Source: an optimization exercise on an open RTL-to-GDS flow (aim: small area, a short achievable clock period and few clock cycles per item). Production flows keep margins and buffers that such runs may drop.
The RTL was checked by simulation tests, not by an equivalence proof against the original design.
No activity file was given, so power comes from the tool's default toggle rates.

<file path="design.v">
package act_pkg;
  typedef enum logic [1:0] {
    ACT_LOOKUP   = 2'd0,
    ACT_INS_RES  = 2'd1,
    ACT_INS_WAIT = 2'd2,
    ACT_TICK     = 2'd3
  } action_t;
  typedef enum logic [2:0] {
    KIND_LOOKUP = 3'd0,
    KIND_INSERT = 3'd1,
    KIND_RESEND = 3'd2,
    KIND_FREED  = 3'd3,
    KIND_TICK   = 3'd4
  } kind_t;
  localparam logic [1:0] ST_FREE = 2'd0;
  localparam logic [1:0] ST_WAIT = 2'd1;
  localparam logic [1:0] ST_RES  = 2'd2;
  localparam logic CFG_TIMEOUT = 1'b0;
  localparam logic CFG_RETRY   = 1'b1;
  typedef enum logic [2:0] {
    S_IDLE,
    S_SCAN,
    S_EMIT,
    S_DONE,
    S_OUT
  } fsm_t;
  typedef struct packed {
    logic start;
    logic step;
    logic apply;
    logic age;
    logic load_out;
    logic [2:0] out_kind;
    logic out_ok;
    logic out_slot;
    logic out_last;
  } cmd_t;
  typedef struct packed {
    logic scan_end;
    logic hit;
    logic act_tick;
  } sts_t;
endpackage
import act_pkg::*;
module arp_cache_table_top #(
  parameter int ENTRIES = 16
) (
  input  logic         clk,
  input  logic         rst,
  input  logic         s_axis_tvalid,
  output logic         s_axis_tready,
  input  logic [119:0] s_axis_tdata,
  output logic         m_axis_tvalid,
  input  logic         m_axis_tready,
  output logic [111:0] m_axis_tdata,
  output logic         m_axis_tlast,
  input  logic         cfg_valid,
  output logic         cfg_ready,
  input  logic [1:0]   cfg_index,
  input  logic [15:0]  cfg_data
);
  localparam int N = 16;
  logic [15:0] timeout_ticks;
  logic [3:0]  retry_limit;
  logic [16:0] tnow;
  logic [1:0]  st   [N];
  logic [16:0] expt [N];
  logic [3:0]  ret  [N];
  logic [15:0] pro  [N];
  logic [31:0] ip   [N];
  logic [47:0] hw   [N];
  logic [3:0]  prt  [N];
  logic [3:0]  alloc;
  logic         rv, sv;
  logic [117:0] sd;
  logic [101:0] rd;           
  logic         tmask_init;
  logic [N-1:0] tmask;
  logic [1:0]  r_act;
  logic [15:0] r_pro;
  logic [31:0] r_ip;
  logic [47:0] r_hw;
  logic [3:0]  r_port;
  assign r_act  = rd[1:0];
  assign r_pro  = rd[17:2];
  assign r_ip   = rd[49:18];
  assign r_hw   = rd[97:50];
  assign r_port = rd[101:98];
  logic is_lk, is_ins, is_tick;
  assign is_lk   = r_act == ACT_LOOKUP;
  assign is_tick = r_act == ACT_TICK;
  assign is_ins  = !is_lk && !is_tick;
  logic         ov, olast;
  logic [109:0] od;
  logic         out_free, proc;
  assign out_free = !ov || m_axis_tready;
  assign proc     = rv && out_free;
  assign m_axis_tvalid = ov;
  assign m_axis_tdata  = {2'b0, od};
  assign m_axis_tlast  = olast;
  assign cfg_ready     = 1'b1;
  assign s_axis_tready = !sv;
  logic [N-1:0] live, hit, ev, cand, sel, free_m, geq, hi, seli, resend_v;
  logic         any, anyi, anyhi;
  logic [16:0]  tload;
  assign tload = tnow + {1'b0, timeout_ticks};
  always_comb begin
    for (int i = 0; i < N; i++) begin
      logic [16:0] d;
      live[i]     = st[i] != ST_FREE;
      hit[i]      = live[i] && pro[i] == r_pro && ip[i] == r_ip;
      d           = expt[i] + ~tnow;
      ev[i]       = live[i] && d[16] && tmask[i];
      free_m[i]   = !live[i];
      geq[i]      = 4'(i) >= alloc;
      resend_v[i] = st[i] == ST_WAIT && ret[i] != 4'd0;
    end
  end
  assign cand = is_lk ? hit : (is_tick ? ev : '0);
  assign sel  = cand & ~(cand - 16'd1);
  assign any  = |cand;
  assign hi    = free_m & geq;
  assign anyhi = |hi;
  assign seli  = anyhi ? (hi & ~(hi - 16'd1)) : (free_m & ~(free_m - 16'd1));
  assign anyi  = is_ins && |free_m;
  logic [101:0] rdslot;
  logic         rs_resend;
  logic [3:0]   idx_s, idx_i;
  always_comb begin
    rdslot    = '0;
    rs_resend = 1'b0;
    idx_s     = '0;
    idx_i     = '0;
    for (int i = 0; i < N; i++) begin
      if (sel[i]) begin
        rdslot    = rdslot | {prt[i], hw[i], ip[i], pro[i], st[i]};
        rs_resend = rs_resend | resend_v[i];
        idx_s     = idx_s | 4'(i);
      end
      if (seli[i]) idx_i = idx_i | 4'(i);
    end
  end
  logic [1:0]   newst;
  logic [47:0]  w_hw;
  assign newst = (r_act == ACT_INS_RES) ? ST_RES : ST_WAIT;
  assign w_hw  = (r_act == ACT_INS_RES) ? r_hw : 48'd0;
  logic [109:0] res;
  logic [2:0]   kind;
  logic         ok, tick_ev, done;
  assign tick_ev = is_tick && any;
  always_comb begin
    if (is_lk)        kind = KIND_LOOKUP;
    else if (is_ins)  kind = KIND_INSERT;
    else if (any)     kind = rs_resend ? KIND_RESEND : KIND_FREED;
    else              kind = KIND_TICK;
    ok  = (is_lk && any) || anyi;
    res = {rdslot[101:2], rdslot[1:0], idx_s, ok, kind};
    if (anyi) res = res | {r_port, w_hw, r_ip, r_pro, newst, idx_i, 4'b0};
  end
  assign done = proc && !tick_ev;
  logic [117:0] in_d;
  logic         in_fire, r_load;
  assign in_fire = s_axis_tvalid && !sv;
  assign r_load  = !rv || done;
  assign in_d    = sv ? sd : s_axis_tdata[117:0];
  always_ff @(posedge clk) begin
    if (rst) begin
      timeout_ticks <= 16'd600;
      retry_limit   <= 4'd4;
      tnow          <= '0;
      alloc         <= '0;
      rv            <= 1'b0;
      sv            <= 1'b0;
      ov            <= 1'b0;
      tmask         <= '1;
      for (int i = 0; i < N; i++) st[i] <= ST_FREE;
    end else begin
      if (cfg_valid && cfg_index == 2'd0) timeout_ticks <= cfg_data;
      if (cfg_valid && cfg_index == 2'd1) retry_limit   <= cfg_data[3:0];
      if (r_load) begin
        rv <= sv || in_fire;
        if (sv || in_fire) begin
          rd <= in_d[101:0];
          if (in_d[1:0] == ACT_TICK) tnow <= tnow + {1'b0, in_d[117:102]};
        end
        sv <= 1'b0;
      end else if (in_fire) begin
        sv <= 1'b1;
        sd <= s_axis_tdata[117:0];
      end
      if (proc) begin
        ov    <= 1'b1;
        od    <= res;
        olast <= !tick_ev;
      end else if (m_axis_tready) begin
        ov <= 1'b0;
      end
      if (proc && is_tick) tmask <= any ? (ev & ~sel) : '1;
      if (proc && anyi) alloc <= idx_i + 4'd1;
      for (int i = 0; i < N; i++) begin
        if (proc && anyi && seli[i]) begin
          st[i]   <= newst;
          expt[i] <= tload;
          ret[i]  <= retry_limit;
          pro[i]  <= r_pro;
          ip[i]   <= r_ip;
          hw[i]   <= w_hw;
          prt[i]  <= r_port;
        end
        if (proc && is_tick && sel[i]) begin
          if (resend_v[i]) begin
            ret[i]  <= ret[i] - 4'd1;
            expt[i] <= tload;
          end else begin
            st[i] <= ST_FREE;
          end
        end
      end
    end
  end
endmodule
</file>
<file path="run.sh">
#!/bin/bash
# synth_recipe.tcl (not shown) runs the flow's synth.tcl, then flattens the netlist and writes it again
# the make line also repeats each setting of config.mk as NAME=value (left out here)
make -C /OpenROAD-flow-scripts/flow DESIGN_CONFIG=/design/flow/config.mk WORK_HOME=/design/flow/orfs CLKGATE_MAP_FILE= SYNTH_SCRIPT=/design/flow/synth_recipe.tcl finish
</file>
<file path="config.mk">
export PLATFORM = sky130hd
export DESIGN_NAME = arp_cache_table_top
export DESIGN_NICKNAME = arp_cache_table_top
export VERILOG_FILES = /design/flow/design.v
export SDC_FILE = /design/flow/constraint.sdc
export NUM_CORES = 4
export LEC_CHECK = 0
export CAP_MARGIN = 20
export CORE_MARGIN = 2
export CORE_UTILIZATION = 40
export SLEW_MARGIN = 20
</file>
<file path="constraint.sdc">
create_clock -name core_clock -period 7.0 [get_ports {clk}]
set_input_delay 1.4000 -clock core_clock [delete_from_list [all_inputs] [get_ports {clk}]]
set_output_delay 1.4000 -clock core_clock [all_outputs]
set_load 0.01 [all_outputs]
</file>
==> results.txt <==
==> worst max-delay path by stage <==
stage	end	startpoint	cells past startpoint
2_1_floorplan	sd[0]	tnow[1]	14
3_3_place_gp	od[15]	rd[43]	15
3_5_place_dp	od[102]	tnow[2]	13
4_1_cts	od[102]	tnow[2]	13
5_1_grt	od[10]	rd[43]	15
6_report	od[10]	rd[43]	16
==> per-stage QoR <==
stage	total power, mW	cells
6_report	31.3	11700
3_3_place_gp	17.8	11200
5_1_grt	32.1	11700
2_1_floorplan	17.0	7559
4_1_cts	31.5	11700
3_5_place_dp	17.9	11200
==> where the power goes <==
group / switching, mW / internal [mW] / leakage (nW)
registers: 0.195 / 15.7 / 21.5
clock network: 5.81 / 7.89 / 4.08
logic: 1.10 / 0.642 / 15.9
==> registers in the layout (all words and copies together), names as in the netlist, 16 cells and up <==
register and count:
tmask 16, od 110, tnow 17, rd 102
expt 272, pro 256, ip 512, hw 768
sd 118, timeout_ticks 16, ret 64, st 32
prt 64
==> cell families after synthesis <==
logic type | Yosys count
adder cells (fa/ha/maj) | 295
flip-flops | 2359
other | 2
XOR/XNOR | 831
multiplexers | 254
buffers and inverters | 632
AO/OA/AOI/OAI | 1613
AND/OR/NAND/NOR | 1572
==> tightest hold or removal path: cells and delay by family (launching register included) <==
kind,cells,cell delay (ns)
compound gates,1,0.06
flops,1,0.31
simple gates,1,0.05
==> per-layer routing <==
layer  vias up  GRT usage
met5         -          0
met4         6      0.108
met3       665     0.0452
met2      3762      0.384
met1     35700      0.356
li1      30400          -
==> final cells by class <==
class                           instances  area, sq um  share of cell area
Inverter                              161          616             0.00498
Clock inverter                        133         1220             0.00991
Timing Repair Buffer                  603         5910              0.0479
Clock buffer                          337         7150              0.0578
Multi-Input combinational cell       4568        34300               0.278
Sequential cell                      2359        69900               0.566
Tap cell                             3533         4420              0.0358
Antenna cell                           11         27.5            0.000223
==> cell usage in the layout (no fill, tap or decap), types with 152 or more instances in the layout <==
cell type / count
edfxtp_1: 2267
xor2_1: 571
clkdlybuf4s50_1: 252
buf_4: 287
nand2_1: 538
clkbuf_16: 276
a22oi_1: 217
a221oi_1: 163
xnor2_1: 247
a222oi_1: 152
nor4_1: 154
ha_1: 290
a21oi_1: 201
o21ai_0: 323
inv_1: 158
mux2_2: 232
nor2_1: 208
==> metrics.md <==
| Metric | Value |
|---|---|
| Vias in the first global route | 67,200 |
| Die Width | 519 microns |
| Crit end category | register |
| Worst Skew | 0.118 ns |
| Post-synth top area share | 0.641 |
| Crit-path max FO | 22 |
| Tot GR Track Use | 0.253 |
| DRT Pass-1 Iters | 11 |
| Hold Path End | timeout_ticks[0] |
| Most common cell in the netlist | edfxtp_1 |
| Delay-heaviest family, CP | simple AND/OR/NAND/NOR gates |
| Worst-Margin Slew | 1.32 ns |
| Final TNS setup | 0 ns |
| Core box area | 0.265 sq mm |
| Post-route design area | 0.124 sq mm |
| Asr flop ratio synth | 0 |
| Worst reg-to-reg path cell count | 16 |
| DRC violations left | 0 |
| Routability congestion estimate | 0.976 |
| Slew Limit Fails | 0 |
| Unrepaired setup endpoints after global routing | false |
| Main combinational cell family by area after synthesis | compound AO/OA/AOI/OAI gates |
| Final core utilization | 0.467 |
| IO Port Bufs | 253 |
| Fraction of layout instances using a drive strength above 1 | 0.131 |
| CTS Buffer Depth | 4 |
| Synthesized area | 0.106 sq mm |
| First-pass GRT wire length | 496,000 microns |
| Seq/Total Area, Yosys | 0.658 |
| Max incr delay on CP | 1.03 ns |
| Hold crit path type | register to register |
| Number of top-level pins | 259 |
| Synth unique cells | 95 |
| Adder-cell share of the synthesized area | 0.0349 |
| Detail Route Antenna Nets | 0 |
| Post-synthesis compound-gate area fraction | 0.112 |
| GRT Residual Overflow | 0 |
| XOR/XNOR Fraction of Synth Area | 0.0685 |
| Post-DP Area | 0.115 sq mm |
| Final setup fails | 0 |
| Largest net degree at the start of global routing | 137 |
| Leak | 41.5 nW |
| Post-synthesis mux area share | 0.0267 |
| Synth top cells by count | edfxtp_1, xor2_1, nand2_1, o21ai_0, clkbuf_1 |
| Initial DRC Count | 10,200 |
| Dpl ws | 0.769 ns |
| CTS Hold Buffers Added | 0 |
| Die area | 0.270 sq mm |
| CTS root buffer | clkbuf_16 |
| Yosys warns | 8 |
| WS Path Type | register to register |
| Avg Synthesized Cell Area | 14.1 sq um |
| CP max-delay cell | a2111oi_0 |
| Critical R2R Launch | rd[43] |
| Buf/Inv on CP | 6 |
| Syn-to-layout area delta | 16.3% |
| Pwr per Cell Area | 253 mW/mm^2 |
| Post-CTS Setup Inserts | 0 |
| DRT met1 WL | 146,000 microns |
| Post-synth EDFFs | 2,267 |
| Startpoint Class | register |
| Height of the die | 519 microns |
| Via-to-Cell Ratio | 6.03 |
| Initial antenna violation count | 17 |
| Number of CTS-inserted buffers | 270 |
| Post-layout min period | 6.59 ns |
| Final Hold Vio Count | 0 |
| WL met2 | 157,000 microns |
| Worst hold slack | 0.474 ns |
| Starting Density | 0.401 |
| Max Used Layer | met5 |
| Fmax | 152 MHz |
| Metal3 WL | 33,200 microns |
| Crit path cell chain | buf_4, xor2_1, nor4_1, nand4_1, nor4_1, buf_4, nor3_1, clkbuf_2, inv_2, nor3b_1, and4_4, buf_4, a22o_1, a2111oi_0, buf_4, nand2_1 |
| CTS sink count | 2,359 |
| Flop and latch count out of synthesis | 2,359 |
| Slew margin rel. | 0.0949 |
| # resized after CTS | 0 |
| Status | finished clean |
| Avg WL per Cell | 30.2 microns |
| Number of fill cells | 22,900 |
| Clock Latency Late Sink | 0.91 ns |
| Max-Cap Viols | 0 |
| Critical Path AT | 7.19 ns |
| Simple-gate area share of the yosys netlist | 0.0750 |
| Main synth FF type | edfxtp_1 |
| CP dominant cell by count | buf_4 |
| WHS Path Cells | 2 |
| Cells after Synth | 7,558 |
| PnR worst setup slack | 0.406 ns |
| Rows | 189 |
| Crit share post-route | 0.942 |
| CTS tree | built |
| HPWL after detailed placement | 234,000 microns |
| Peak supply drop | 0.210 mV |
| Synth area leaders | edfxtp_1, xor2_1, ha_1 |
| Detailed Route WL | 353,000 microns |
| Required @ worst endpoint | 7.59 ns |
| Area leader, netlist | edfxtp_1 |
| Reg clk slew, reported paths | 0.06 ns |
| Reg2Reg Setup Slack | 0.41 ns |
| R2r endpoint | od[10] |
| H-tree depth | 5 |
| Nets | 8,401 |
| Hold_sp | timeout_ticks[0] |
| DR vias | 70,600 |
Testbench counts, summed over its fixed seeds: cycles 4,239, requests 3,200.

re-timing with driven ports:
In the flow no input, the clock included, has a driving cell. The finished layout below was timed again as built, in two steps. Step 1 sets driving cells, clkbuf_16 on the clock port and buf_2 on the other inputs (assumed; they add their load-dependent delay and slew). Step 2 moves the port delays by t, midway between the first and last clock arrival at a register: inputs arrive t later, outputs are due t later. That takes back most of the time a late clock gives input paths. a / b / c = ideal / step 1 / step 2; a / b = the first two.
t (ns): 0.953
setup slack, ns: 0.406 / 0.406 / 0.406
worst register clock-pin slew, ns: 0.06 / 0.06
After both steps setup and hold are still met in this run. The setup slack of this run moves by 0.000 ns with the drivers and by 0.000 ns with both steps.
